Background: an optimization exercise with open tools, aiming at small area, a short achievable clock period and few clock cycles per item. Do not read the settings as production practice.
RTL that was checked went through simulation tests only; none was proved equivalent to the original.
Only the layout flow was run in runs 3 and 4; the RTL was not checked for function there.

==> flow/design.v (outline; a module is shown in full before it is edited, if it fits) <==
// module fh64_front: 14 lines
// module fh64_queue: 54 lines
// module fh64_mul_k: 1228 lines
// module fh64_mul_m: 1364 lines
// module fh64_back: 120 lines
// module fasthash64_stream: 68 lines
module fasthash64_stream (
    input  logic                         clk,
    input  logic                         rst_n,
    input  logic                         cfg_wr_en,
    input  logic [63:0]                  cfg_wr_data,
    input  logic                         s_axis_tvalid,
    output logic                         s_axis_tready,
    input  logic [fh64_pkg::TDATA_W-1:0] s_axis_tdata,
    input  logic                         s_axis_tuser,
    input  logic                         s_axis_tlast,
    output logic                         m_axis_tvalid,
    input  logic                         m_axis_tready,
    output logic [63:0]                  m_axis_tdata
);
  // ...
==> flow/flow/run.sh <==
#!/bin/bash
# Standard flow, with one netlist clean-up between synthesis and floorplan:
# netfix2.py chooses the polarity of each full adder so that the adder
# trees need far fewer inverters (a full adder is self-dual). Registers and
# all other cells are left as synthesis made them. Port buffers use the
# smallest buffer cell.
set -euo pipefail
# Port buffers: the smallest buffer cell (placement's repair resizes any
# that need more drive).
export BUFFER_PORTS_ARGS="-buffer_cell sky130_fd_sc_hd__buf_1"
R=orfs/results/sky130hd/fasthash64_stream/base
bash standard.sh synth > synth.log 2>&1
cp $R/1_2_yosys.v yosys_standard.v
python3 flow/netfix2.py yosys_standard.v $R/1_2_yosys.v > netfix.log 2>&1
rm -f $R/1_synth.odb $R/1_synth.sdc
bash standard.sh > layout.log 2>&1
==> flow/flow/netfix2.py <==
#!/usr/bin/env python3
"""Re-time the polarity of full adders in a Yosys netlist to cut inverters.

A full adder is self-dual: FA(~a, ~b, ~c) = (~sum, ~carry). Yosys's adder
extraction leaves many inverters between full adders. This script removes
every inverter (except ones driving ports), gives each full adder a polarity
(whether it computes on complemented signals) chosen by simulated annealing
to need the fewest inverters, then puts back one inverter for each signal
that some load needs complemented.
Usage: netfix2.py IN.v OUT.v [seed]
"""
import math
import random
import re
import sys

INV = re.compile(r"^sky130_fd_sc_hd__(clk)?inv(lp)?_\d+$")
FA = re.compile(r"^sky130_fd_sc_hd__fa_\d+$")
OUTPINS = {"X", "Y", "Q", "Q_N", "SUM", "COUT", "HI", "LO", "GCLK"}

def esc(n):
    return n + " " if n.startswith("\\") else n

def main(src, dst, seed=1):
    text = open(src).read()
    m = re.search(r"^module\s+(\S+)\((.*?)\);", text, re.M | re.S)
    head_end = m.end()
    end = text.rindex("endmodule")
    stmts = [s.strip() for s in text[head_end:end].split(";") if s.strip()]
    decls, cells, order, ports = [], {}, [], set()
    for s in stmts:
        if s.startswith(("input", "output", "wire", "inout")):
            decls.append(s)
            if not s.startswith("wire"):
                for tok in s.split()[1:]:
                    if not tok.startswith("["):
                        ports.add(tok.lstrip("\\"))
            continue
        if s.startswith("assign"):
            raise SystemExit("assign statements not supported")
        mm = re.match(r"^(\S+)\s+(\\\S+\s|\S+)\s*\((.*)\)$", s, re.S)
        typ, name, conns = mm.group(1), mm.group(2).strip(), mm.group(3)
        pins = {}
        for pm in re.finditer(r"\.(\w+)\(\s*((?:\\\S+\s)|[^()]*?)\s*\)", conns):
            pins[pm.group(1)] = pm.group(2).strip()
        cells[name] = [typ, pins]
        order.append(name)

    def is_port(n):
        return n.split("[")[0].lstrip("\\").strip() in ports

    driver = {}
    for c in order:
        for p, n in cells[c][1].items():
            if p in OUTPINS:
                driver[n] = c
    # removable inverters: input is not a constant, output is not a port
    removable = set()
    for c in order:
        t, pins = cells[c]
        if INV.match(t) and not is_port(pins["Y"]) and not pins["A"].startswith(("1'", "0'")):
            removable.add(c)

    def resolve(n):
        """net -> (base net, parity) through removable inverters"""
        par = 0
        seen = 0
        while n in driver and driver[n] in removable:
            n = cells[driver[n]][1]["A"]
            par ^= 1
            seen += 1
            if seen > 100:
                raise SystemExit("inverter loop")
        return n, par

    fas = [c for c in order if FA.match(cells[c][0])]
    fa_idx = {c: i for i, c in enumerate(fas)}
    # loads: list of (cell, pin, base, parity); FA-driven bases know their FA
    loads = []
    for c in order:
        if c in removable:
            continue
        t, pins = cells[c]
        for p, n in pins.items():
            if p in OUTPINS or n.startswith(("1'", "0'")):
                continue
            b, par = resolve(n)
            loads.append((c, p, b, par))
    pinned = set()
    for c in fas:
        for p in ("SUM", "COUT"):
            if is_port(cells[c][1][p]):
                pinned.add(fa_idx[c])
    bases = {}
    def bid(b):
        if b not in bases:
            bases[b] = len(bases)
        return bases[b]
    base_drv_fa = {}
    for c in fas:
        for p in ("SUM", "COUT"):
            base_drv_fa[bid(cells[c][1][p])] = fa_idx[c]
    nb = None
    L = []   # (fa index of consumer or -1, base id, parity)
    for (c, p, b, par) in loads:
        L.append((fa_idx[c] if c in fa_idx and p in ("A", "B", "CIN") else -1, bid(b), par))
    nb = len(bases)
    pol = [0] * len(fas)
    drvfa = [-1] * nb
    for b, f in base_drv_fa.items():
        drvfa[b] = f
    # physical demand of a load = par ^ pol[consumer] ^ pol[driver of base]
    cnt = [[0, 0] for _ in range(nb)]
    fa_in = [[] for _ in fas]      # base ids of each FA's inputs (with repeats)
    fa_out = [[] for _ in fas]
    for (f, b, par) in L:
        d = par ^ (pol[f] if f >= 0 else 0) ^ (pol[drvfa[b]] if drvfa[b] >= 0 else 0)
        cnt[b][d] += 1
        if f >= 0:
            fa_in[f].append(b)
    for b, f in base_drv_fa.items():
        fa_out[f].append(b)
    # per-FA input demand parities for incremental updates: we track demand by
    # recomputing from L entries indexed per FA
    fa_loads = [[] for _ in fas]
    for k, (f, b, par) in enumerate(L):
        if f >= 0:
            fa_loads[f].append(k)

    def cost_b(b):
        return 1 if cnt[b][1] > 0 else 0

    def dem(k):
        f, b, par = L[k]
        return par ^ (pol[f] if f >= 0 else 0) ^ (pol[drvfa[b]] if drvfa[b] >= 0 else 0)

    def flip(f):
        touched = set()
        for k in fa_loads[f]:
            b = L[k][1]
            d = dem(k)
            cnt[b][d] -= 1
            cnt[b][1 - d] += 1
            touched.add(b)
        for b in fa_out[f]:
            cnt[b][0], cnt[b][1] = cnt[b][1], cnt[b][0]
            touched.add(b)
        pol[f] ^= 1
        return touched

    total = sum(cost_b(b) for b in range(nb))
    start = total
    rng = random.Random(seed)
    cand = [f for f in range(len(fas)) if f not in pinned]
    iters = 400 * len(cand)
    T0, T1 = 2.0, 0.05
    best = total
    best_pol = pol[:]
    for it in range(iters):
        T = T0 * (T1 / T0) ** (it / iters)
        f = rng.choice(cand)
        aff = set(L[k][1] for k in fa_loads[f]) | set(fa_out[f])
        before = sum(cost_b(b) for b in aff)
        flip(f)
        after = sum(cost_b(b) for b in aff)
        delta = after - before
        if delta <= 0 or rng.random() < math.exp(-delta / T):
            total += delta
            if total < best:
                best = total
                best_pol = pol[:]
        else:
            flip(f)
    # apply best
    for f in range(len(fas)):
        if pol[f] != best_pol[f]:
            flip(f)
    total = sum(cost_b(b) for b in range(nb))
    ninv_removed = len(removable)
    print(f"netfix2: removable inverters {ninv_removed}, needed before {start}, after {total}", file=sys.stderr)

    # rebuild: new FA output nets for flipped FAs
    base_name = {v: k for k, v in bases.items()}
    phys = {}   # base id -> physical net carrying (value ^ pol of driver)
    for b in range(nb):
        phys[b] = base_name[b]
    invnet = {}
    newcells = {}
    k_inv = [0]
    def inv_of(b):
        if b not in invnet:
            k_inv[0] += 1
            n = f"_pfx{k_inv[0]}_"
            newcells[f"_pfxi{k_inv[0]}_"] = ["sky130_fd_sc_hd__inv_1", {"A": phys[b], "Y": n}]
            invnet[b] = n
        return invnet[b]
    # loads reconnect
    for k, (c, p, bname, par) in enumerate(loads):
        b = L[k][1]
        d = dem(k)
        cells[c][1][p] = inv_of(b) if d else phys[b]
    for c in removable:
        del cells[c]
    out = [text[:head_end]]
    for d in decls:
        out.append("  " + d + " ;")
    for n in sorted(invnet.values()):
        out.append(f"  wire {n};")
    for name in order + list(newcells):
        cell = cells.get(name) or newcells.get(name)
        if cell is None:
            continue
        typ, pins = cell
        conn = ",\n".join(f"    .{p}({esc(n)})" for p, n in pins.items())
        out.append(f"  {typ} {esc(name)} (\n{conn}\n  );")
    out.append("endmodule")
    open(dst, "w").write("\n".join(out) + "\n" + text[end + len("endmodule"):].lstrip("\n"))

if __name__ == "__main__":
    main(sys.argv[1], sys.argv[2], int(sys.argv[3]) if len(sys.argv) > 3 else 1)
==> flow/standard.sh <==
#!/bin/bash
# synth_recipe.tcl (not shown) runs the flow's synth.tcl, then flattens the netlist and writes it again
# the make line also repeats each setting of config.mk as NAME=value (left out here)
make -C /OpenROAD-flow-scripts/flow DESIGN_CONFIG=/design/flow/config.mk WORK_HOME=/design/flow/orfs CLKGATE_MAP_FILE= SYNTH_SCRIPT=/design/flow/synth_recipe.tcl "${@:-finish}"
==> flow/config.mk <==
export PLATFORM = sky130hd
export DESIGN_NAME = fasthash64_stream
export DESIGN_NICKNAME = fasthash64_stream
export VERILOG_FILES = /design/flow/design.v
export SDC_FILE = /design/flow/constraint.sdc
export NUM_CORES = 4
export LEC_CHECK = 0
export ABC_AREA = 1
export CAP_MARGIN = 20
export CORE_MARGIN = 2
export CORE_UTILIZATION = 40
export SETUP_SLACK_MARGIN = 3.0
export SLEW_MARGIN = 20
==> flow/constraint.sdc <==
create_clock -name core_clock -period 11.0 [get_ports {clk}]
set_input_delay 2.2000 -clock core_clock [delete_from_list [all_inputs] [get_ports {clk}]]
set_output_delay 2.2000 -clock core_clock [all_outputs]
set_load 0.01 [all_outputs]
==> reports/qor.yml, run 1 <==
floorplanning:
  die_w_um: 372
setup_path:
  critPathBufInv: 4
  cp_max_fo: 11
  cp-startpoint: "u_back.h[18]$_DFF_PN0_"
timing:
  slew_headroom: 0.200
  fin_skew_ps: 37.7
  rsz0062_at_grt: "yes"
  hold_slack_ps: 417
  period_share: 0.720
  final-hold-violation-count: 0
  setup_viol: 0
  period_needed_ps: 7920
final_layout:
  multi_input_comb_cells: 4415
  area_dominant_class: "multi-input gates"
  multiInputGateArea_um2: 41300
  layout_common_cells: "nand2_1, fa_1, inv_1"
  antennaDiodeCount: 2
  seq_cells: 363
global_route:
  use_met3: 0.0881
  met2_usage: 0.581
  top_usage_layer: "met2"
clock_tree:
  cts_tree: "done"
drt:
  wl_met3_um: 24400
  route.antenna.remaining_nets: 0
  via_per_inst: 5.78
  routed_wl_um: 263000
status:
  outcome: "finished clean"
synthesis:
  syn_inst: 5585
  syn_area_um2: 54300
placed_design:
  placed_cell_area_um2: 58000
  preCtsSetupSlack_ps: 2310
min_path:
  hold_end: "u_back.a2$_DFFE_PP_"
Testbench counts, summed over its fixed seeds: cycles 7,851, words 6,859.
==> inputs of run 2 (changes only) <==
--- a/flow/config.mk
+++ b/flow/config.mk
@@ -5,7 +5,6 @@
 export SDC_FILE = /design/flow/constraint.sdc
 export NUM_CORES = 4
 export LEC_CHECK = 0
-export ABC_AREA = 1
 export CAP_MARGIN = 20
 export CORE_MARGIN = 2
 export CORE_UTILIZATION = 40
==> reports/qor.yml, run 2 <==
status:
  outcome: "finished clean"  # unchanged
timing:
  final-hold-violation-count: 0  # unchanged
  worst_pin_slew_ps: 1270  # was 1190 ps
  final_max_slew_viol_count: 0  # unchanged
  period_share: 0.720  # about the same
  period_needed_ps: 7920  # about the same
  hold_slack_ps: 435  # was 417 ps
  setup_viol: 0  # unchanged
  fin_tns_setup_ps: 0  # unchanged
  rsz0062_at_grt: "yes"  # unchanged
  max_freq_mhz: 126  # about the same
  fin_skew_ps: 58.4  # was 37.7 ps
  slew_headroom: 0.149  # was 0.200
floorplanning:
  rows: 132  # was 135
  io-pin-count: 241  # unchanged
  die_y_um: 364  # was 372 µm
  die_area_um2: 133000  # was 139000 µm²
  core-area_um2: 129000  # was 135000 µm²
  die_w_um: 364  # was 372 µm
  initial_utilization: 0.401  # was 0.402
global_route:
  antenna_found_initial: 5  # was 9
  grt_max_degree: 134  # was 89
  grt_pass1_wl_um: 319000  # was 361000 µm
  overflow: 0  # unchanged
  grt_util_all_layers: 0.353  # was 0.383
  grt_pass1_vias: 40600  # was 46.5k
placed_design:
  place_congestion: 1.06  # was 1.07
  placed_cell_area_um2: 55400  # was 58000 µm²
  portBuffers: 236  # unchanged
  place_inst: 6386  # was 7638
  hpwl_um: 190000  # was 217000 µm
clock_tree:
  clock_sinks: 363  # unchanged
  cts-root-buf: "clkbuf_16"  # unchanged
  cts_max_path_buffers: 3  # unchanged
  numCtsBuffers: 44  # unchanged
  clk_latency_ps: 650  # about the same
  clk_pin_slew_ps: 60  # about the same
  htree_levels: 2  # unchanged
  cts_tree: "done"  # unchanged
setup_path:
  timing.rr.start: "u_back.v2$_DFFE_PN0P_"  # was u_back.h[18]$_DFF_PN0_
  end_kind: "flip-flop"  # unchanged
  cpPeakStageDelay_ps: 590  # was 560 ps
  slowest_stage: "fa_1"  # unchanged
  cp_max_fo: 21  # was 11
  ff2ff_path_depth: 24  # was 26
  worstPathRequired_ps: 11310  # was 11380 ps
  crit_path_cell_trace: "and2_4, buf_12, clkbuf_16, a21oi_4, inv_1, ha_1, xnor2_1, inv_1, fa_1, fa_1, fa_1, fa_1, fa_1, ha_1, a31o_2, a21oi_1, and3b_1, nand2_1, o2111a_1, nor2_1, xor2_1, a21oi_1, xnor2_1, a21oi_1"
  rrSetupSlack_ps: 3080  # about the same
  crit_top_cell: "fa_1"
  path_class: "flip-flop to flip-flop"  # unchanged
  cp.arrival_ps: 8230  # was 8300 ps
  regToRegEndpoint: "u_queue.pre[21]$_DFFE_PP_"  # was u_queue.pre[50]$_DFFE_PP_
  start_kind: "flip-flop"  # unchanged
min_path:
  hold_end: "u_back.a2$_DFFE_PP_"  # unchanged
  whs_path_depth: 0  # unchanged
  min_path_type: "flip-flop to flip-flop"  # unchanged
  hp-start: "u_queue.absorb$_DFFE_PP_"  # unchanged
final_layout:
  layout_commonest_cell: "fa_1"  # was nand2_1
  fillerInstances: 12300  # was 13.3k
  drive_gt1_frac: 0.127  # was 0.0845
  layout_common_cells: "fa_1, xnor2_1, nand2_1"  # was nand2_1, fa_1, inv_1
  fin_nets: 6341  # was 7477
  fin_area_um2: 58900  # was 60500 µm²
  area_growth_pct: 13.6  # was 11.5%
  final_cells: 6619  # was 7795
drt:
  first_pass_iters: 6  # unchanged
  via_count: 39500  # was 45.1k
  drcViolationCount: 0  # unchanged
  wl_per_cell_um: 35.3  # was 33.8 µm
  routed_wl_um: 234000  # was 263000 µm
  drt_iter0_drc: 4968  # was 5107
  route.antenna.remaining_nets: 0  # unchanged
  via_per_inst: 5.97  # was 5.78
run:
  maxCapViolations: 0  # unchanged
synthesis:
  syn_area_um2: 51800  # was 54300 µm²
  yosysWarnings: 3  # unchanged
  synthesis.nets: 5938  # was 7086
  avgSynthCellArea_um2: 11.7  # was 9.72 µm²
  syn_inst: 4437  # was 5585
[run 2: worst max-delay path by stage]
stage,slack (ps),depth (start not counted),end,start
2_1_floorplan,2990,26,u_queue.pre[33]$_DFFE_PP_,u_back.v2$_DFFE_PN0P_
4_1_cts,3010,25,u_queue.pre[59]$_DFFE_PP_,u_back.f2$_DFFE_PN0P_
6_report,3080,24,u_queue.pre[21]$_DFFE_PP_,u_back.v2$_DFFE_PN0P_
5_1_grt,2940,23,u_queue.pre[35]$_DFFE_PP_,u_back.v2$_DFFE_PN0P_
3_3_place_gp,1830,22,u_queue.pre[60]$_DFFE_PP_,u_back.f2$_DFFE_PN0P_
3_5_place_dp,1810,23,u_queue.pre[60]$_DFFE_PP_,u_back.v2$_DFFE_PN0P_
[run 2: worst max-delay path, delay by kind of cell, from the launching register on]
family / cells / cell delay (ps)
xor+xnor: 3 / 1050
simple gates: 4 / 660
compound gates: 6 / 1470
fa+ha+maj: 7 / 3220
buf+inv: 4 / 680
flops: 1 / 480
[run 2: through the flow]
stage	setup slack, ps	util
2_1_floorplan	2990	-
3_3_place_gp	1830	0.429
3_5_place_dp	1810	0.429
4_1_cts	3010	0.448
5_1_grt	2940	0.456
6_report	3080	0.456
[run 2: what timing repair did]
action / CTS / global route
hold endpoints to repair: 0 / 0
hold buffers: 0 / 0
gates cloned: 0 / 2
setup endpoints to repair: 99 / 55
setup buffers: 70 / 78
pin swaps: 3 / 8
gates resized for setup: 66 / 78
[run 2: area by class of cell]
cell class	count	area [µm²]	area share
Clock buffer	52	1160	0.0197
Multi-Input combinational cell	3600	40400	0.686
Inverter	327	1370	0.0232
Tap cell	1742	2180	0.0370
Sequential cell	363	10200	0.174
Antenna cell	1	2.50	0.0000425
Timing Repair Buffer	504	3130	0.0532
Clock inverter	30	410	0.00697
[run 2: metal layers]
metal | track usage | vias to the layer above | wire [µm]
met4 | 0.205 | 2 | 17600
met5 | 0 | - | 1
li1 | - | 15600 | -
met3 | 0.115 | 679 | 27200
met2 | 0.542 | 2571 | 104000
met1 | 0.438 | 20700 | 85500
==> module fh64_back, before the edit <==
module fh64_back (
    input  logic        clk,
    input  logic        rst_n,
    input  logic        cfg_wr_en,
    input  logic [63:0] cfg_wr_data,
    input  logic        v1,
    input  logic [63:0] pre1,
    input  logic [31:0] len1,
    input  logic        f1,
    input  logic        a1,
    input  logic        l1,
    output logic        take1,
    output logic        ready,
    output logic        load_fin,
    output logic [63:0] fin_pre,
    output logic        m_axis_tvalid,
    input  logic        m_axis_tready,
    output logic [63:0] m_axis_tdata
);
    logic        v2, f2, a2, l2;
    logic [63:0] x2;
    logic [63:0] h;
    logic [63:0] seed;
    logic        pend;       
    logic        fin;        
    logic        out_v;
    logic [63:0] out_d;
    logic        fin_go, m_ok, len_op, m_done, abs_op, xs_op;
    logic [63:0] k_in, k_p, k_mix;
    logic [63:0] m_in, m_p;
    logic [63:0] h_next;
    assign fin_go = fin && (!out_v || m_axis_tready);
    assign m_ok   = !fin || fin_go;
    assign len_op = v2 && f2 && m_ok;
    assign m_done = v2 && !f2 && m_ok;
    assign abs_op = m_done && a2;
    assign xs_op  = m_done && !a2 && pend;
    assign take1 = !fin && v1 && (!v2 || !f2);
    assign ready = (!v1 || take1) && !(take1 && f1) && !(fin && out_v) && !(v2 && !f2 && l2);
    assign load_fin = m_done && l2;
    assign h_next   = abs_op ? m_p : (xs_op ? m_in : h);
    assign fin_pre  = fh64_pkg::mix_pre(h_next);
    assign k_in  = pre1;
    fh64_mul_k u_mul_k (
        .a (k_in),
        .p (k_p)
    );
    assign k_mix = fh64_pkg::mix_post(k_p);
    assign m_in = (v2 && f2) ? {32'b0, len1} : (h ^ x2);
    fh64_mul_m u_mul_m (
        .a (m_in),
        .p (m_p)
    );
    assign m_axis_tvalid = out_v;
    assign m_axis_tdata  = out_d;
    always_ff @(posedge clk or negedge rst_n)
    begin
        if (!rst_n)
        begin
            v2    <= 1'b0;
            f2    <= 1'b0;
            h     <= '0;
            seed  <= fh64_pkg::SEED_RESET;
            pend  <= 1'b0;
            fin   <= 1'b0;
            out_v <= 1'b0;
        end
        else
        begin
            if (take1)
            begin
                v2 <= 1'b1;
                f2 <= f1;
            end
            else if (m_done)
            begin
                v2 <= 1'b0;
            end
            else if (len_op)
            begin
                f2 <= 1'b0;
            end
            if (len_op || abs_op)
            begin
                h <= m_p;
            end
            else if (xs_op)
            begin
                h <= m_in;
            end
            if (len_op)
            begin
                pend <= 1'b1;
            end
            else if (m_done)
            begin
                pend <= 1'b0;
            end
            fin   <= (fin && !fin_go) || (m_done && l2);
            out_v <= fin_go || (out_v && !m_axis_tready);
            if (cfg_wr_en)
            begin
                seed <= cfg_wr_data;
            end
        end
    end
    always_ff @(posedge clk)
    begin
        if (take1)
        begin
            x2 <= k_mix ^ (f1 ? seed : 64'b0);
            a2 <= a1;
            l2 <= l1;
        end
        if (fin_go)
        begin
            out_d <= k_mix;
        end
    end
endmodule
==> inputs of run 3 (changes only) <==
--- a/flow/design.v
+++ b/flow/design.v
@@ -2704,85 +2704,70 @@
     input  logic        m_axis_tready,
     output logic [63:0] m_axis_tdata
 );
-    logic        v2, f2, a2, l2;
-    logic [63:0] x2;
-    logic [63:0] h;
+    logic        v2, a2, l2;
+    logic        lensel;     
+    logic [63:0] a;
     logic [63:0] seed;
-    logic        pend;       
     logic        fin;        
     logic        out_v;
     logic [63:0] out_d;
-    logic        fin_go, m_ok, len_op, m_done, abs_op, xs_op;
-    logic [63:0] k_in, k_p, k_mix;
+    logic        fin_go, m_ok, len_op, m_done, abs_op, first_in;
+    logic        sel_p, sel_a;
+    logic [63:0] k_p, k_mix, x_in;
     logic [63:0] m_in, m_p;
-    logic [63:0] h_next;
     assign fin_go = fin && (!out_v || m_axis_tready);
     assign m_ok   = !fin || fin_go;
-    assign len_op = v2 && f2 && m_ok;
-    assign m_done = v2 && !f2 && m_ok;
+    assign len_op = lensel && m_ok;
+    assign m_done = v2 && !lensel && m_ok;
     assign abs_op = m_done && a2;
-    assign xs_op  = m_done && !a2 && pend;
-    assign take1 = !fin && v1 && (!v2 || !f2);
-    assign ready = (!v1 || take1) && !(take1 && f1) && !(fin && out_v) && !(v2 && !f2 && l2);
+    assign take1    = !fin && v1 && !lensel;
+    assign first_in = take1 && f1;
+    assign ready = (!v1 || take1) && !first_in && !(fin && out_v) && !(v2 && !lensel && l2);
     assign load_fin = m_done && l2;
-    assign h_next   = abs_op ? m_p : (xs_op ? m_in : h);
-    assign fin_pre  = fh64_pkg::mix_pre(h_next);
-    assign k_in  = pre1;
+    assign fin_pre  = fh64_pkg::mix_pre(abs_op ? m_p : a);
     fh64_mul_k u_mul_k (
-        .a (k_in),
+        .a (pre1),
         .p (k_p)
     );
     assign k_mix = fh64_pkg::mix_post(k_p);
-    assign m_in = (v2 && f2) ? {32'b0, len1} : (h ^ x2);
+    assign x_in  = k_mix;
+    assign m_in = lensel ? {32'b0, len1} : a;
     fh64_mul_m u_mul_m (
         .a (m_in),
         .p (m_p)
     );
+    assign sel_p = len_op || (abs_op && !first_in);
+    assign sel_a = len_op || (!abs_op && !first_in);
     assign m_axis_tvalid = out_v;
     assign m_axis_tdata  = out_d;
     always_ff @(posedge clk or negedge rst_n)
     begin
         if (!rst_n)
         begin
-            v2    <= 1'b0;
-            f2    <= 1'b0;
-            h     <= '0;
-            seed  <= fh64_pkg::SEED_RESET;
-            pend  <= 1'b0;
-            fin   <= 1'b0;
-            out_v <= 1'b0;
+            v2     <= 1'b0;
+            lensel <= 1'b0;
+            a      <= '0;
+            seed   <= fh64_pkg::SEED_RESET;
+            fin    <= 1'b0;
+            out_v  <= 1'b0;
         end
         else
         begin
             if (take1)
             begin
-                v2 <= 1'b1;
-                f2 <= f1;
+                v2     <= 1'b1;
+                lensel <= f1;
             end
             else if (m_done)
             begin
-                v2 <= 1'b0;
+                v2     <= 1'b0;
             end
             else if (len_op)
             begin
-                f2 <= 1'b0;
-            end
-            if (len_op || abs_op)
-            begin
-                h <= m_p;
-            end
-            else if (xs_op)
-            begin
-                h <= m_in;
-            end
-            if (len_op)
-            begin
-                pend <= 1'b1;
-            end
-            else if (m_done)
-            begin
-                pend <= 1'b0;
+                lensel <= 1'b0;
             end
+            a <= (sel_p ? m_p : 64'b0) ^ (sel_a ? a : 64'b0) ^ (take1 ? x_in : 64'b0)
+                 ^ (len_op ? seed : 64'b0);
             fin   <= (fin && !fin_go) || (m_done && l2);
             out_v <= fin_go || (out_v && !m_axis_tready);
             if (cfg_wr_en)
@@ -2795,7 +2780,6 @@
     begin
         if (take1)
         begin
-            x2 <= k_mix ^ (f1 ? seed : 64'b0);
             a2 <= a1;
             l2 <= l1;
         end
--- a/flow/config.mk
+++ b/flow/config.mk
@@ -7,6 +7,7 @@
 export LEC_CHECK = 0
 export CAP_MARGIN = 20
 export CORE_MARGIN = 2
-export CORE_UTILIZATION = 40
+export CORE_UTILIZATION = 65
+export PLACE_DENSITY = 0.8
 export SETUP_SLACK_MARGIN = 3.0
 export SLEW_MARGIN = 20
==> reports/qor.yml, run 3 <==
synthesis:
  synthesis.nets: 5522  # was 5938
  avgSynthCellArea_um2: 12.2  # was 11.7 µm²
  syn_inst: 3980  # was 4437
  yosysWarnings: 3  # unchanged
  syn_area_um2: 48700  # was 51800 µm²
setup_path:
  crit_top_cell: "fa_1"  # unchanged
  critPathBufInv: 1  # was 4
  timing.rr.start: "u_queue.pre[36]$_DFFE_PP_"  # was u_back.v2$_DFFE_PN0P_
  slowest_stage: "xor2_1"  # was fa_1
  path_class: "flip-flop to flip-flop"  # unchanged
  cp_max_fo: 7  # was 21
  rrSetupSlack_ps: 2920  # was 3080 ps
  regToRegEndpoint: "u_back.a[53]$_DFF_PN0_"  # was u_queue.pre[21]$_DFFE_PP_
  cpPeakStageDelay_ps: 900  # was 590 ps
  start_kind: "flip-flop"  # unchanged
  ff2ff_path_depth: 18  # was 24
  worstPathRequired_ps: 11470  # was 11310 ps
  cp-startpoint: "u_queue.pre[36]$_DFFE_PP_"  # was u_back.v2$_DFFE_PN0P_
  crit_path_cell_trace: "inv_1, fa_1, fa_1, fa_1, fa_1, fa_1, fa_1, fa_1, ha_1, and2_1, nand4_1, or3_1, o32ai_4, or2_1, xor2_1, nand2_1, xnor2_1, xnor2_1"  # was and2_4, buf_12, clkbuf_16, a21oi_4, inv_1, ha_1, xnor2_1, inv_1, fa_1, fa_1, fa_1, fa_1, fa_1, ha_1, a31o_2, a21oi_1, and3b_1, nand2_1, o2111a_1, nor2_1, xor2_1, a21oi_1, xnor2_1, a21oi_1
  critical_path.top_delay_family: "adder cells"  # unchanged
  end_kind: "flip-flop"  # unchanged
  cp.arrival_ps: 8550  # was 8230 ps
timing:
  final_max_slew_viol_count: 0  # unchanged
  hold_slack_ps: 435  # about the same
  worst_pin_slew_ps: 1250  # was 1270 ps
  fin_skew_ps: 59.8  # was 58.4 ps
  period_needed_ps: 8080  # was 7920 ps
  period_share: 0.735  # was 0.720
  rsz0062_at_grt: "yes"  # unchanged
  final-hold-violation-count: 0  # unchanged
  worst_slack_ps: 2920  # was 3080 ps
  slew_headroom: 0.158  # was 0.149
  fin_tns_setup_ps: 0  # unchanged
  setup_viol: 0  # unchanged
  max_freq_mhz: 124  # was 126 MHz
min_path:
  hold_end: "u_back.a2$_DFFE_PP_"  # unchanged
  hp-start: "u_queue.absorb$_DFFE_PP_"  # unchanged
  min_path_type: "flip-flop to flip-flop"  # unchanged
  whs_path_depth: 0  # unchanged
placed_design:
  portBuffers: 236  # unchanged
  place_congestion: 1.09  # was 1.06
  hpwl_um: 148000  # was 190000 µm
  place_inst: 5170  # was 6386
  preCtsSetupSlack_ps: 1580  # was 1810 ps
floorplanning:
  initial_utilization: 0.655  # was 0.401
  rows: 100  # was 132
  die_y_um: 278  # was 364 µm
  core-area_um2: 74300  # was 129000 µm²
  io-pin-count: 241  # unchanged
  die_w_um: 278  # was 364 µm
  die_area_um2: 77100  # was 133000 µm²
drt:
  drcViolationCount: 0  # unchanged
  via_per_inst: 6.98  # was 5.97
  wl_per_cell_um: 35.5  # was 35.3 µm
  routed_wl_um: 192000  # was 234000 µm
  via_count: 37600  # was 39.5k
  first_pass_iters: 8  # was 6
  drt_iter0_drc: 5213  # was 4968
  route.antenna.remaining_nets: 0  # unchanged
final_layout:
  final_cells: 5391  # was 6619
  seq_area_um2: 8290  # was 10200 µm²
  layout_common_cells: "fa_1, nand2_1, xnor2_1"  # was fa_1, xnor2_1, nand2_1
  fin_nets: 5930  # was 6341
  fillerInstances: 4898  # was 12.3k
  multiInputGateArea_um2: 39700  # was 40400 µm²
  utilization: 0.736  # was 0.456
  drive_gt1_frac: 0.125  # was 0.127
  area_growth_pct: 12.3  # was 13.6%
  layout_commonest_cell: "fa_1"  # unchanged
global_route:
  grt_pass1_wl_um: 276000  # was 319000 µm
  grt_util_all_layers: 0.514  # was 0.353
  grt_pass1_vias: 40100  # was 40.6k
  antenna_found_initial: 19  # was 5
  grt_max_degree: 68  # was 134
  overflow: 0  # unchanged
run:
  maxCapViolations: 0  # unchanged
clock_tree:
  cts_max_path_buffers: 3  # unchanged
  clk_latency_ps: 610  # was 650 ps
  cts_tree: "done"  # unchanged
  clk_pin_slew_ps: 60  # about the same
  numCtsBuffers: 36  # was 44
  clock_sinks: 298  # was 363
  cts-root-buf: "clkbuf_16"  # unchanged
  htree_levels: 2  # unchanged
status:
  outcome: "finished clean"  # unchanged
-- run 3: final cells by class --
class | instances | area share
multi-input cells | 3320 | 0.726
repair buffers | 492 | 0.0573
clock buffers | 44 | 0.0176
clock inverters | 22 | 0.00613
well taps | 969 | 0.0222
diodes | 6 | 0.000274
flip-flops and latches | 298 | 0.152
inverters | 240 | 0.0191
-- run 3: layer usage --
metal,part of all wire,vias to the layer above,GRT usage
li1,-,14100,-
met1,0.30,18900,0.593
met2,0.43,3405,0.734
met3,0.15,1158,0.222
met4,0.12,22,0.451
met5,0.0011,-,0.00625
-- run 3: stage by stage --
stage,instance area [µm²]
final,54700
after global routing,54700
after CTS,53800
after detailed placement,51400
after global placement,51400
after floorplan,49000
-- run 3: what timing repair did --
| item | CTS | global route |
|---|---|---|
| endpoints found under the setup margin | 107 | 74 |
| hold buffers | 0 | 0 |
| resized for setup | 57 | 79 |
| buffers inserted | 86 | 57 |
| pin swaps | 1 | 1 |
-- run 3: worst max path at each step --
stage | slack (ps) | end | depth (start not counted)
finish | 2920 | u_back.a[53]$_DFF_PN0_ | 18
global route | 2860 | u_queue.pre[38]$_DFFE_PP_ | 26
CTS | 3010 | u_back.a[62]$_DFF_PN0_ | 26
detailed placement | 1580 | u_queue.pre[39]$_DFFE_PP_ | 21
global placement | 1730 | u_queue.pre[39]$_DFFE_PP_ | 22
floorplan | 3000 | u_queue.pre[40]$_DFFE_PP_ | 23
-- run 3: worst register-to-register path, cell delays in order (launching register included) --
cell and delay [ps]:
edfxtp_1 780, inv_1 430, fa_1 620, fa_1 450
fa_1 450, fa_1 560, fa_1 430, fa_1 400
fa_1 420, ha_1 380, and2_1 220, nand4_1 240
or3_1 420, o32ai_4 400, or2_1 220, xor2_1 900
nand2_1 250, xnor2_1 290, xnor2_1 140
==> inputs of run 4 (changes only) <==
--- a/flow/config.mk
+++ b/flow/config.mk
@@ -7,7 +7,7 @@
 export LEC_CHECK = 0
 export CAP_MARGIN = 20
 export CORE_MARGIN = 2
-export CORE_UTILIZATION = 65
-export PLACE_DENSITY = 0.8
+export CORE_UTILIZATION = 55
+export PLACE_DENSITY = 0.7
 export SETUP_SLACK_MARGIN = 3.0
 export SLEW_MARGIN = 20
==> reports/qor.yml, run 4 <==
drt:
  wl_per_cell_um: 33.2  # was 35.5 µm
  first_pass_iters: 7  # was 8
  route.antenna.remaining_nets: 0  # unchanged
  via_per_inst: 6.49  # was 6.98
  routed_wl_um: 185000  # was 192000 µm
  drt_iter0_drc: 4166  # was 5213
  via_count: 36200  # was 37.6k
  drcViolationCount: 0  # unchanged
timing:
  fin_skew_ps: 56.0  # was 59.8 ps
  max_freq_mhz: 125  # was 124 MHz
  period_needed_ps: 7990  # was 8080 ps
  slew_headroom: 0.218  # was 0.158
  period_share: 0.726  # was 0.735
  final-hold-violation-count: 0  # unchanged
  setup_viol: 0  # unchanged
  rsz0062_at_grt: "yes"  # unchanged
  hold_slack_ps: 424  # was 435 ps
  final_max_slew_viol_count: 0  # unchanged
  worst_pin_slew_ps: 1160  # was 1250 ps
  fin_tns_setup_ps: 0  # unchanged
setup_path:
  critical_path.top_delay_family: "adder cells"  # unchanged
  slowest_stage: "edfxtp_1"  # was xor2_1
  path_class: "flip-flop to flip-flop"  # unchanged
  critPathBufInv: 1  # unchanged
  cpPeakStageDelay_ps: 760  # was 900 ps
  start_kind: "flip-flop"  # unchanged
  cp_max_fo: 7  # unchanged
  crit_top_cell: "fa_1"  # unchanged
  timing.rr.start: "u_queue.pre[36]$_DFFE_PP_"  # unchanged
  end_kind: "flip-flop"  # unchanged
  cp-startpoint: "u_queue.pre[36]$_DFFE_PP_"  # unchanged
  worstPathRequired_ps: 11480  # was 11470 ps
  cp.arrival_ps: 8470  # was 8550 ps
  crit_path_cell_trace: "inv_1, fa_1, fa_1, fa_1, fa_1, fa_1, fa_1, fa_1, ha_1, and2_1, nand4_1, or3_1, o32ai_4, or2_1, a31oi_1, o21ai_2, xor2_4, xnor2_1, nand2_1, xnor2_1"  # was inv_1, fa_1, fa_1, fa_1, fa_1, fa_1, fa_1, fa_1, ha_1, and2_1, nand4_1, or3_1, o32ai_4, or2_1, xor2_1, nand2_1, xnor2_1, xnor2_1
min_path:
  hp-start: "u_queue.absorb$_DFFE_PP_"  # unchanged
  min_path_type: "flip-flop to flip-flop"  # unchanged
synthesis:
  yosysWarnings: 3  # unchanged
  synthesis.nets: 5522  # unchanged
  syn_inst: 3980  # unchanged
  avgSynthCellArea_um2: 12.2  # unchanged
  syn_area_um2: 48700  # unchanged
final_layout:
  drive_gt1_frac: 0.123  # was 0.125
  utilization: 0.622  # was 0.736
  seq_area_um2: 8290  # unchanged
  fin_area_um2: 54800  # was 54700 µm²
  area_growth_pct: 12.6  # was 12.3%
  fin_nets: 5928  # was 5930
  multiInputGateArea_um2: 39800  # was 39700 µm²
  fillerInstances: 6980  # was 4898
  layout_commonest_cell: "fa_1"  # unchanged
  layout_common_cells: "fa_1, nand2_1, xnor2_1"  # unchanged
clock_tree:
  htree_levels: 2  # unchanged
  numCtsBuffers: 34  # was 36
  hold_buffers: 0  # unchanged
  clk_pin_slew_ps: 70  # was 60 ps
  cts-root-buf: "clkbuf_16"  # unchanged
  cts_max_path_buffers: 3  # unchanged
  cts_tree: "done"  # unchanged
  clk_latency_ps: 600  # was 610 ps
  clock_sinks: 298  # unchanged
floorplanning:
  initial_utilization: 0.553  # was 0.655
  die_y_um: 302  # was 278 µm
  die_area_um2: 91000  # was 77100 µm²
  io-pin-count: 241  # unchanged
  core-area_um2: 88100  # was 74300 µm²
  rows: 109  # was 100
  die_w_um: 302  # was 278 µm
placed_design:
  placed_cell_area_um2: 51700  # was 51400 µm²
  place_congestion: 1.06  # was 1.09
  portBuffers: 236  # unchanged
  hpwl_um: 149000  # was 148000 µm
global_route:
  antenna_found_initial: 5  # was 19
  grt_pass1_vias: 38200  # was 40.1k
  grt_pass1_wl_um: 265000  # was 276000 µm
  overflow: 0  # unchanged
  grt_max_degree: 69  # was 68
  grt_util_all_layers: 0.421  # was 0.514
run:
  maxCapViolations: 0  # unchanged
status:
  outcome: "finished clean"  # unchanged
## run 4: worst paths after layout
check	to	slack, ps	cells past startpoint
worst min-delay path	u_back.a2$_DFFE_PP_	420	0
max in group asynchronous	u_back.lensel$_DFFE_PN0P_	7420	3
worst max register to register	u_back.a[12]$_DFF_PN0_	3010	20
worst min register to register	u_back.a2$_DFFE_PP_	420	0
min in group asynchronous	u_back.seed[8]$_DFFE_PN0P_	1870	2
worst max-delay path	u_back.a[12]$_DFF_PN0_	3010	20
## run 4: final cells by class
class | instances | area share
repair buffers | 492 | 0.0561
clock inverters | 24 | 0.00591
inverters | 240 | 0.0190
flip-flops and latches | 298 | 0.151
diodes | 3 | 0.000137
multi-input cells | 3320 | 0.725
well taps | 1165 | 0.0266
clock buffers | 38 | 0.0160
## run 4: layer usage
layer	part of all wire	routed length [µm]	up-vias	GRT usage
met3	0.14	25400	754	0.155
met5	0.000070	13	-	0
li1	-	-	14100	-
met4	0.096	17800	2	0.306
met2	0.44	81100	2766	0.621
met1	0.33	61000	18600	0.510
## run 4: timing repair
item	in CTS	in global routing
setup endpoints to repair	110	77
setup buffers	89	61
pin swaps	2	3
resized for setup	65	80
## run 4: per-stage QoR
step / setup slack (ps) / instances
5_1_grt: 2950 / 5577
3_3_place_gp: 1100 / 5363
2_1_floorplan: 3000 / 3980
6_report: 3010 / 5580
4_1_cts: 3010 / 5514
3_5_place_dp: 1060 / 5363
==> inputs of run 5 (changes only) <==
--- a/flow/design.v
+++ b/flow/design.v
@@ -2730,7 +2730,7 @@
         .p (k_p)
     );
     assign k_mix = fh64_pkg::mix_post(k_p);
-    assign x_in  = k_mix;
+    assign x_in  = k_mix ^ (f1 ? seed : 64'b0);
     assign m_in = lensel ? {32'b0, len1} : a;
     fh64_mul_m u_mul_m (
         .a (m_in),
@@ -2766,8 +2766,7 @@
             begin
                 lensel <= 1'b0;
             end
-            a <= (sel_p ? m_p : 64'b0) ^ (sel_a ? a : 64'b0) ^ (take1 ? x_in : 64'b0)
-                 ^ (len_op ? seed : 64'b0);
+            a <= (sel_p ? m_p : 64'b0) ^ (sel_a ? a : 64'b0) ^ (take1 ? x_in : 64'b0);
             fin   <= (fin && !fin_go) || (m_done && l2);
             out_v <= fin_go || (out_v && !m_axis_tready);
             if (cfg_wr_en)
==> reports/qor.yml, run 5 <==
status:
  outcome: "finished clean"  # unchanged
final_layout:
  fillerInstances: 7024  # was 6980
  multiInputGateArea_um2: 39800  # about the same
  drive_gt1_frac: 0.129  # was 0.123
  seq_area_um2: 8290  # unchanged
  layout_common_cells: "fa_1, nand2_1, xnor2_1"  # unchanged
  final_cells: 5565  # was 5580
  area_growth_pct: 11.7  # was 12.6%
  fin_nets: 5912  # was 5928
  layout_commonest_cell: "fa_1"  # unchanged
clock_tree:
  htree_levels: 2  # unchanged
  clk_pin_slew_ps: 60  # was 70 ps
  clk_latency_ps: 580  # was 600 ps
  cts-root-buf: "clkbuf_16"  # unchanged
  cts_max_path_buffers: 3  # unchanged
  numCtsBuffers: 36  # was 34
  cts_tree: "done"  # unchanged
  clock_sinks: 298  # unchanged
placed_design:
  place_congestion: 1.08  # was 1.06
  hpwl_um: 152000  # was 149000 µm
  portBuffers: 236  # unchanged
  place_inst: 5322  # was 5363
  preCtsSetupSlack_ps: 2150  # was 1060 ps
floorplanning:
  initial_utilization: 0.555  # was 0.553
  rows: 109  # unchanged
  die_y_um: 303  # was 302 µm
  die_area_um2: 91600  # was 91000 µm²
  die_w_um: 303  # was 302 µm
  core-area_um2: 88400  # was 88100 µm²
  io-pin-count: 241  # unchanged
drt:
  route.antenna.remaining_nets: 0  # unchanged
  routed_wl_um: 188000  # was 185000 µm
  via_per_inst: 6.47  # was 6.49
  via_count: 36000  # was 36.2k
  wl_per_cell_um: 33.7  # was 33.2 µm
  first_pass_iters: 5  # was 7
  drcViolationCount: 0  # unchanged
  drt_iter0_drc: 4217  # was 4166
run:
  maxCapViolations: 0  # unchanged
synthesis:
  avgSynthCellArea_um2: 12.4  # was 12.2 µm²
  synthesis.nets: 5500  # was 5522
  yosysWarnings: 3  # unchanged
  syn_inst: 3955  # was 3980
  syn_area_um2: 49100  # was 48700 µm²
setup_path:
  timing.rr.start: "u_queue.pre[17]$_DFFE_PP_"  # was u_queue.pre[36]$_DFFE_PP_
  endpoint: "u_back.a[62]$_DFF_PN0_"  # was u_back.a[12]$_DFF_PN0_
  start_kind: "flip-flop"  # unchanged
  cp_max_fo: 9  # was 7
  worstPathRequired_ps: 11440  # was 11480 ps
  cp.arrival_ps: 8310  # was 8470 ps
  end_kind: "flip-flop"  # unchanged
  crit_path_cell_trace: "inv_1, buf_4, fa_1, fa_1, fa_1, fa_1, fa_1, fa_1, fa_1, fa_1, ha_1, nand3_1, nor2_1, and2_1, nand3_1, nor2_1, o211ai_1, a21boi_1, xnor2_2, xnor2_1, nor2_1, xnor2_1"  # was inv_1, fa_1, fa_1, fa_1, fa_1, fa_1, fa_1, fa_1, ha_1, and2_1, nand4_1, or3_1, o32ai_4, or2_1, a31oi_1, o21ai_2, xor2_4, xnor2_1, nand2_1, xnor2_1
  slowest_stage: "edfxtp_1"  # unchanged
  regToRegEndpoint: "u_back.a[62]$_DFF_PN0_"  # was u_back.a[12]$_DFF_PN0_
  path_class: "flip-flop to flip-flop"  # unchanged
  cp-startpoint: "u_queue.pre[17]$_DFFE_PP_"  # was u_queue.pre[36]$_DFFE_PP_
  crit_top_cell: "fa_1"  # unchanged
  cpPeakStageDelay_ps: 970  # was 760 ps
  rrSetupSlack_ps: 3140  # was 3010 ps
  ff2ff_path_depth: 22  # was 20
global_route:
  grt_pass1_wl_um: 267000  # was 265000 µm
  grt_pass1_vias: 38400  # was 38.2k
  grt_util_all_layers: 0.422  # was 0.421
  antenna_found_initial: 5  # unchanged
  overflow: 0  # unchanged
  grt_max_degree: 90  # was 69
timing:
  rsz0062_at_grt: "no"  # was yes
  worst_pin_slew_ps: 1200  # was 1160 ps
  max_freq_mhz: 127  # was 125 MHz
  slew_headroom: 0.192  # was 0.218
  fin_skew_ps: 37.7  # was 56.0 ps
  final_max_slew_viol_count: 0  # unchanged
  final-hold-violation-count: 0  # unchanged
  period_share: 0.715  # was 0.726
  worst_slack_ps: 3140  # was 3010 ps
  setup_viol: 0  # unchanged
  period_needed_ps: 7860  # was 7990 ps
  fin_tns_setup_ps: 0  # unchanged
min_path:
  min_path_type: "flip-flop to flip-flop"  # unchanged
## run 5: cell types whose count changed in the layout (fill, tap and decap cells not counted), moves of 15 or more
cell / before / now
mux2i_1: 25 / 46
buf_4: 224 / 244
xor2_1: 115 / 147
o22ai_1: 19 / 2
inv_1: 202 / 176
nor2_1: 127 / 164
a22oi_1: 25 / 6
a31oi_1: 43 / 25
nor2b_1: 40 / 25
nand2_1: 315 / 343
o21ai_0: 163 / 115
## run 5: final cells by class
cell class	instances	area share
multi-input combinational	3310	0.727
sequential	298	0.151
timing repair buffer	499	0.0552
tap	1165	0.0266
clock buffer	57	0.0192
inverter	222	0.0184
clock inverter	9	0.00228
antenna	5	0.000228
## run 5: worst min path at each step
stage	endpoint	cells past startpoint	from	slack [ps]
finish	u_back.l2$_DFFE_PP_	0	u_queue.last$_DFFE_PP_	410
global route	u_back.l2$_DFFE_PP_	0	u_queue.last$_DFFE_PP_	420
CTS	u_back.l2$_DFFE_PP_	0	u_queue.last$_DFFE_PP_	420
detailed placement	u_back.l2$_DFFE_PP_	0	u_queue.last$_DFFE_PP_	410
global placement	u_back.l2$_DFFE_PP_	0	u_queue.last$_DFFE_PP_	410
floorplan	u_back.a2$_DFFE_PP_	0	u_queue.absorb$_DFFE_PP_	400
## run 5: timing repair
action                     in CTS  in global routing
pin swaps                       1                  2
setup endpoints to repair      78                 47
setup buffers                  60                112
resized for setup              36                 56
hold buffers                    0                  0
hold endpoints to repair        0                  0
## run 5: worst max-delay path, delay by kind of cell, from the launching register on
family	cells	cell delay, ps
buffers and inverters	2	360
and+or+nand+nor	6	1390
DFF	1	970
xor gates and xnor gates	3	550
adders and majority gates	9	3970
AOI/OAI and AO/OA	2	480
## run 5: metrics by stage
| step | instance area, µm² | utilization | hold WS (ps) |
|---|---|---|---|
| after CTS | 53700 | 0.608 | 417 |
| after detailed placement | 51800 | 0.586 | 411 |
| final | 54800 | 0.620 | 412 |
| after global routing | 54800 | 0.620 | 420 |
| after global placement | 51800 | 0.586 | 407 |
| after floorplan | 49200 | - | 400 |
## run 5: per-layer routing
metal	wire (µm)	global-route usage	share of wire
met1	63300	0.515	0.34
met2	83900	0.643	0.45
met3	23800	0.142	0.13
met4	16700	0.277	0.089
met5	25	0	0.00013
Testbench counts of run 5, summed over its fixed seeds: cycles 7,851, words 6,859.
==> inputs of run 6 (changes only) <==
--- a/flow/config.mk
+++ b/flow/config.mk
@@ -7,7 +7,6 @@
 export LEC_CHECK = 0
 export CAP_MARGIN = 20
 export CORE_MARGIN = 2
-export CORE_UTILIZATION = 55
-export PLACE_DENSITY = 0.7
+export CORE_UTILIZATION = 40
 export SETUP_SLACK_MARGIN = 3.0
 export SLEW_MARGIN = 20
==> reports/qor.yml, run 6 <==
status:
  outcome: "finished clean"  # unchanged
synthesis:
  syn_area_um2: 49100  # unchanged
  avgSynthCellArea_um2: 12.4  # unchanged
  syn_inst: 3955  # unchanged
  yosysWarnings: 3  # unchanged
  synthesis.nets: 5500  # unchanged
final_layout:
  drive_gt1_frac: 0.148  # was 0.129
  area_growth_pct: 15.0  # was 11.7%
  layout_commonest_cell: "fa_1"  # unchanged
  fin_nets: 5972  # was 5912
  multiInputGateArea_um2: 40000  # was 39800 µm²
  fin_area_um2: 56400  # was 54800 µm²
  layout_common_cells: "fa_1, nand2_1, buf_4"  # was fa_1, nand2_1, xnor2_1
  seq_area_um2: 8290  # unchanged
  fillerInstances: 11200  # was 7024
setup_path:
  path_class: "flip-flop to flip-flop"  # unchanged
  crit_path_cell_trace: "inv_1, buf_4, fa_1, fa_1, fa_1, fa_1, fa_1, fa_1, fa_1, ha_1, a21oi_1, o21ai_0, a21o_1, a21o_1, a31o_2, a31oi_2, xnor2_4, xnor2_4, mux2i_2, xnor2_1"  # was inv_1, buf_4, fa_1, fa_1, fa_1, fa_1, fa_1, fa_1, fa_1, fa_1, ha_1, nand3_1, nor2_1, and2_1, nand3_1, nor2_1, o211ai_1, a21boi_1, xnor2_2, xnor2_1, nor2_1, xnor2_1
  crit_top_cell: "fa_1"  # unchanged
  critical_path.top_delay_family: "adder cells"  # unchanged
  slowest_stage: "fa_1"  # was edfxtp_1
  worstPathRequired_ps: 11470  # was 11440 ps
  cp-startpoint: "u_queue.pre[17]$_DFFE_PP_"  # unchanged
  end_kind: "flip-flop"  # unchanged
  cp_max_fo: 6  # was 9
  critPathBufInv: 2  # unchanged
  start_kind: "flip-flop"  # unchanged
  cpPeakStageDelay_ps: 560  # was 970 ps
  cp.arrival_ps: 8450  # was 8310 ps
  timing.rr.start: "u_queue.pre[17]$_DFFE_PP_"  # unchanged
timing:
  setup_viol: 0  # unchanged
  slew_headroom: 0.259  # was 0.192
  period_needed_ps: 7980  # was 7860 ps
  final_max_slew_viol_count: 0  # unchanged
  max_freq_mhz: 125  # was 127 MHz
  period_share: 0.726  # was 0.715
  final-hold-violation-count: 0  # unchanged
  fin_skew_ps: 53.0  # was 37.7 ps
  fin_tns_setup_ps: 0  # unchanged
  worst_pin_slew_ps: 1100  # was 1200 ps
  rsz0062_at_grt: "yes"  # was no
drt:
  drt_iter0_drc: 4108  # was 4217
  via_count: 35800  # was 36.0k
  wl_per_cell_um: 33.4  # was 33.7 µm
  via_per_inst: 5.88  # was 6.47
  drcViolationCount: 0  # unchanged
  first_pass_iters: 6  # was 5
  routed_wl_um: 203000  # was 188000 µm
  route.antenna.remaining_nets: 0  # unchanged
clock_tree:
  clk_pin_slew_ps: 60  # about the same
  numCtsBuffers: 38  # was 36
  cts_tree: "done"  # unchanged
  cts-root-buf: "clkbuf_16"  # unchanged
  htree_levels: 2  # unchanged
  cts_max_path_buffers: 3  # unchanged
  clock_sinks: 298  # unchanged
  clk_latency_ps: 610  # was 580 ps
global_route:
  grt_max_degree: 75  # was 90
  antenna_found_initial: 9  # was 5
  overflow: 0  # unchanged
  grt_pass1_wl_um: 284000  # was 267000 µm
  grt_pass1_vias: 37600  # was 38.4k
  grt_util_all_layers: 0.327  # was 0.422
floorplanning:
  rows: 128  # was 109
  die_w_um: 354  # was 303 µm
  die_area_um2: 125000  # was 91600 µm²
  io-pin-count: 241  # unchanged
  initial_utilization: 0.403  # was 0.555
  die_y_um: 354  # was 303 µm
  core-area_um2: 122000  # was 88400 µm²
placed_design:
  place_congestion: 1.03  # was 1.08
  portBuffers: 236  # unchanged
  hpwl_um: 165000  # was 152000 µm
  placed_cell_area_um2: 52600  # was 51800 µm²
min_path:
  hp-start: "u_queue.last$_DFFE_PP_"  # unchanged
  min_path_type: "flip-flop to flip-flop"  # unchanged
run:
  maxCapViolations: 0  # unchanged
-- run 6: cell types whose count changed in the layout (fill, tap and decap cells not counted), sizes merged --
cell / change
clkinvlp: +8
bufinv: +5
clkinv: +7
inv: -3
buf: +56
clkbuf: -12
diode: -1
-- run 6: metal layers --
metal	routed length (µm)	GRT usage	up-vias
met1	72300	0.404	18900
met3	24400	0.112	584
li1	-	-	14000
met4	14000	0.180	6
met2	92800	0.506	2232
met5	36	0	-
-- run 6: path summary, 6_finish.rpt --
check / to / slack (ps) / cells past startpoint
max: u_back.a[16]$_DFF_PN0_ / 3020 / 20
min: u_back.l2$_DFFE_PP_ / 420 / 0
max reg2reg: u_back.a[16]$_DFF_PN0_ / 3020 / 20
min reg2reg: u_back.l2$_DFFE_PP_ / 420 / 0
max in group asynchronous: u_back.a[2]$_DFF_PN0_ / 7500 / 3
min in group asynchronous: u_back.seed[12]$_DFFE_PN0P_ / 1620 / 1
-- run 6: what timing repair did --
action,CTS,global route
setup endpoints to repair,104,50
gates resized for setup,77,76
buffers inserted,106,100
pin swaps,1,1
hold buffers,0,0
cloned,1,0
-- run 6: layout make-up --
class	instances	area share
diodes	4	0.000177
clock buffers	44	0.0180
clock inverters	25	0.00614
inverters	222	0.0182
multi-input cells	3310	0.709
flip-flops and latches	298	0.147
well taps	1625	0.0360
repair buffers	556	0.0651
repair inverters	1	0.000133
-- run 6: per-stage QoR --
step	setup slack (ps)	std cells	hold WS (ps)	utilization
floorplan	3020	3955	400	-
detailed placement	1530	5805	413	0.432
finish	3020	6085	423	0.463
global route	2910	6082	441	0.463
global placement	1550	5805	422	0.432
CTS	2990	5981	429	0.454
==> inputs of run 7 (changes only) <==
--- a/flow/config.mk
+++ b/flow/config.mk
@@ -7,6 +7,7 @@
 export LEC_CHECK = 0
 export CAP_MARGIN = 20
 export CORE_MARGIN = 2
-export CORE_UTILIZATION = 40
+export CORE_UTILIZATION = 50
+export PLACE_DENSITY = 0.65
 export SETUP_SLACK_MARGIN = 3.0
 export SLEW_MARGIN = 20
==> reports/qor.yml, run 7 <==
status:
  outcome: "finished clean"  # unchanged
clock_tree:
  clk_pin_slew_ps: 80  # was 60 ps
  clock_sinks: 298  # unchanged
  numCtsBuffers: 37  # was 38
  clk_latency_ps: 600  # was 610 ps
  htree_levels: 2  # unchanged
  cts_tree: "done"  # unchanged
  cts_max_path_buffers: 3  # unchanged
  cts-root-buf: "clkbuf_16"  # unchanged
setup_path:
  path_class: "flip-flop to flip-flop"  # unchanged
  worstPathRequired_ps: 11290  # was 11470 ps
  rrSetupSlack_ps: 3030  # was 3020 ps
  cp_max_fo: 13  # was 6
  cp.arrival_ps: 8260  # was 8450 ps
  end_kind: "flip-flop"  # unchanged
  start_kind: "flip-flop"  # unchanged
placed_design:
  place_inst: 5452  # was 5805
  place_congestion: 1.03  # about the same
  hpwl_um: 162000  # was 165000 µm
  portBuffers: 236  # unchanged
synthesis:
  syn_inst: 3955  # unchanged
  synthesis.nets: 5500  # unchanged
  yosysWarnings: 3  # unchanged
  syn_area_um2: 49100  # unchanged
  avgSynthCellArea_um2: 12.4  # unchanged
timing:
  hold_slack_ps: 423  # about the same
  final-hold-violation-count: 0  # unchanged
  period_needed_ps: 7970  # was 7980 ps
  fin_tns_setup_ps: 0  # unchanged
  final_max_slew_viol_count: 0  # unchanged
  slew_headroom: 0.132  # was 0.259
  fin_skew_ps: 43.3  # was 53.0 ps
  rsz0062_at_grt: "yes"  # unchanged
  max_freq_mhz: 125  # about the same
  setup_viol: 0  # unchanged
  worst_pin_slew_ps: 1290  # was 1100 ps
  period_share: 0.725  # was 0.726
drt:
  wl_per_cell_um: 35.6  # was 33.4 µm
  route.antenna.remaining_nets: 0  # unchanged
  drt_iter0_drc: 3871  # was 4108
  routed_wl_um: 203000  # about the same
  via_per_inst: 6.35  # was 5.88
  drcViolationCount: 0  # unchanged
  via_count: 36200  # was 35.8k
  first_pass_iters: 6  # unchanged
final_layout:
  fin_nets: 5928  # was 5972
  area_growth_pct: 12.9  # was 15.0%
  final_cells: 5696  # was 6085
  drive_gt1_frac: 0.135  # was 0.148
  layout_common_cells: "fa_1, nand2_1, xnor2_1"  # was fa_1, nand2_1, buf_4
  fillerInstances: 8302  # was 11.2k
  layout_commonest_cell: "fa_1"  # unchanged
floorplanning:
  die_y_um: 317  # was 354 µm
  initial_utilization: 0.506  # was 0.403
  die_w_um: 317  # was 354 µm
  die_area_um2: 101000  # was 125000 µm²
  rows: 114  # was 128
  io-pin-count: 241  # unchanged
  core-area_um2: 97000  # was 122000 µm²
global_route:
  overflow: 0  # unchanged
  grt_util_all_layers: 0.412  # was 0.327
  grt_pass1_wl_um: 282000  # was 284000 µm
  antenna_found_initial: 8  # was 9
  grt_max_degree: 87  # was 75
  grt_pass1_vias: 38400  # was 37.6k
run:
  maxCapViolations: 0  # unchanged
min_path:
  min_path_type: "flip-flop to flip-flop"  # unchanged
run 7: per-layer routing:
metal  track usage  share of wire  routed length [µm]  up-vias
met5             0       0.000079                  16        -
li1              -              -                   -    14000
met4         0.317           0.10               20200        2
met1         0.487           0.33               67700    18800
met2         0.624           0.45               90300     2630
met3         0.139           0.12               24400      797
run 7: cell type report:
type | instances | area [µm²] | share of cell area
tap | 1276 | 1600 | 0.0288
multi-input combinational | 3310 | 39900 | 0.721
clock buffer | 50 | 1050 | 0.0189
inverter | 222 | 998 | 0.0180
antenna | 10 | 25.0 | 0.000452
timing repair buffer | 514 | 3340 | 0.0603
sequential | 298 | 8290 | 0.150
clock inverter | 16 | 173 | 0.00312
run 7: what timing repair did:
action                     in CTS  in global routing
buffers inserted               95                 71
gates resized for setup        58                 56
hold buffers                    0                  0
pin swaps                       1                  1
setup endpoints to repair      88                 60
run 7: worst paths after layout:
kind	start	end	cells after the start
max	u_back.lensel$_DFFE_PN0P_	u_queue.pre[60]$_DFFE_PP_	22
min	u_queue.absorb$_DFFE_PP_	u_back.a2$_DFFE_PP_	0
max reg2reg	u_back.lensel$_DFFE_PN0P_	u_queue.pre[60]$_DFFE_PP_	22
min reg2reg	u_queue.absorb$_DFFE_PP_	u_back.a2$_DFFE_PP_	0
max in group asynchronous	rst_n	u_back.a[21]$_DFF_PN0_	3
min in group asynchronous	rst_n	u_back.seed[44]$_DFFE_PN0P_	1
run 7: stage by stage:
| step | area, µm² | worst slack (ps) | util |
|---|---|---|---|
| 6_report | 55400 | 3030 | 0.571 |
| 5_1_grt | 55400 | 2920 | 0.571 |
| 4_1_cts | 54500 | 3010 | 0.562 |
| 3_5_place_dp | 52100 | 1900 | 0.537 |
| 3_3_place_gp | 52100 | 2000 | 0.537 |
| 2_1_floorplan | 49200 | 3020 | - |
run 7: worst max-delay path, stage by stage (launching register included):
cell        delay [ps]
dfrtp_4            530
buf_4              320
mux2i_4            270
buf_6              360
clkinvlp_4         180
buf_4              220
buf_4              230
fa_1               460
fa_1               450
fa_1               420
fa_1               420
fa_1               520
ha_1               490
a21o_1             220
a21o_1             160
a21o_1             200
a221oi_2           390
o21bai_1           100
o21bai_2           290
o21a_1             270
o311ai_4           520
nor2_1              80
o21ai_0            500

separate check: timing with driven ports:
No port has a modelled driver above. Below, the same layouts with a new extraction and two added sets of constraints.
Step 1: set_driving_cell puts a clkbuf_16 on clk and a buf_2 on each other input, an assumption about the parent block.
Step 2 moves the port delays by t, midway between the first and last clock arrival at a register: inputs arrive t later, outputs are due t later. That takes back most of the time a late clock gives input paths.
Three values: no drivers, after step 1, after step 2; two values: the first two.
| run | t (ns) | slack for setup (ns) | worst setup path after step 2 | worst slew at a driven data input, ns |
|---|---|---|---|---|
| run 1 | 0.710 | 3.080 / 3.080 / 3.080 | register to register | 0.14 |
| run 2 | 0.681 | 3.080 / 3.080 / 3.080 | register to register | 0.10 |
| run 3 | 0.631 | 2.920 / 2.920 / 2.920 | register to register | 0.06 |
| run 4 | 0.639 | 3.009 / 3.009 / 3.009 | register to register | 0.05 |
| run 5 | 0.623 | 3.136 / 3.136 / 3.136 | register to register | 0.20 |
| run 6 | 0.657 | 3.018 / 3.018 / 3.018 | register to register | 0.19 |
| run 7 | 0.642 | 3.028 / 3.028 / 3.028 | register to register | 0.20 |
After both steps setup and hold are still met in every run listed.
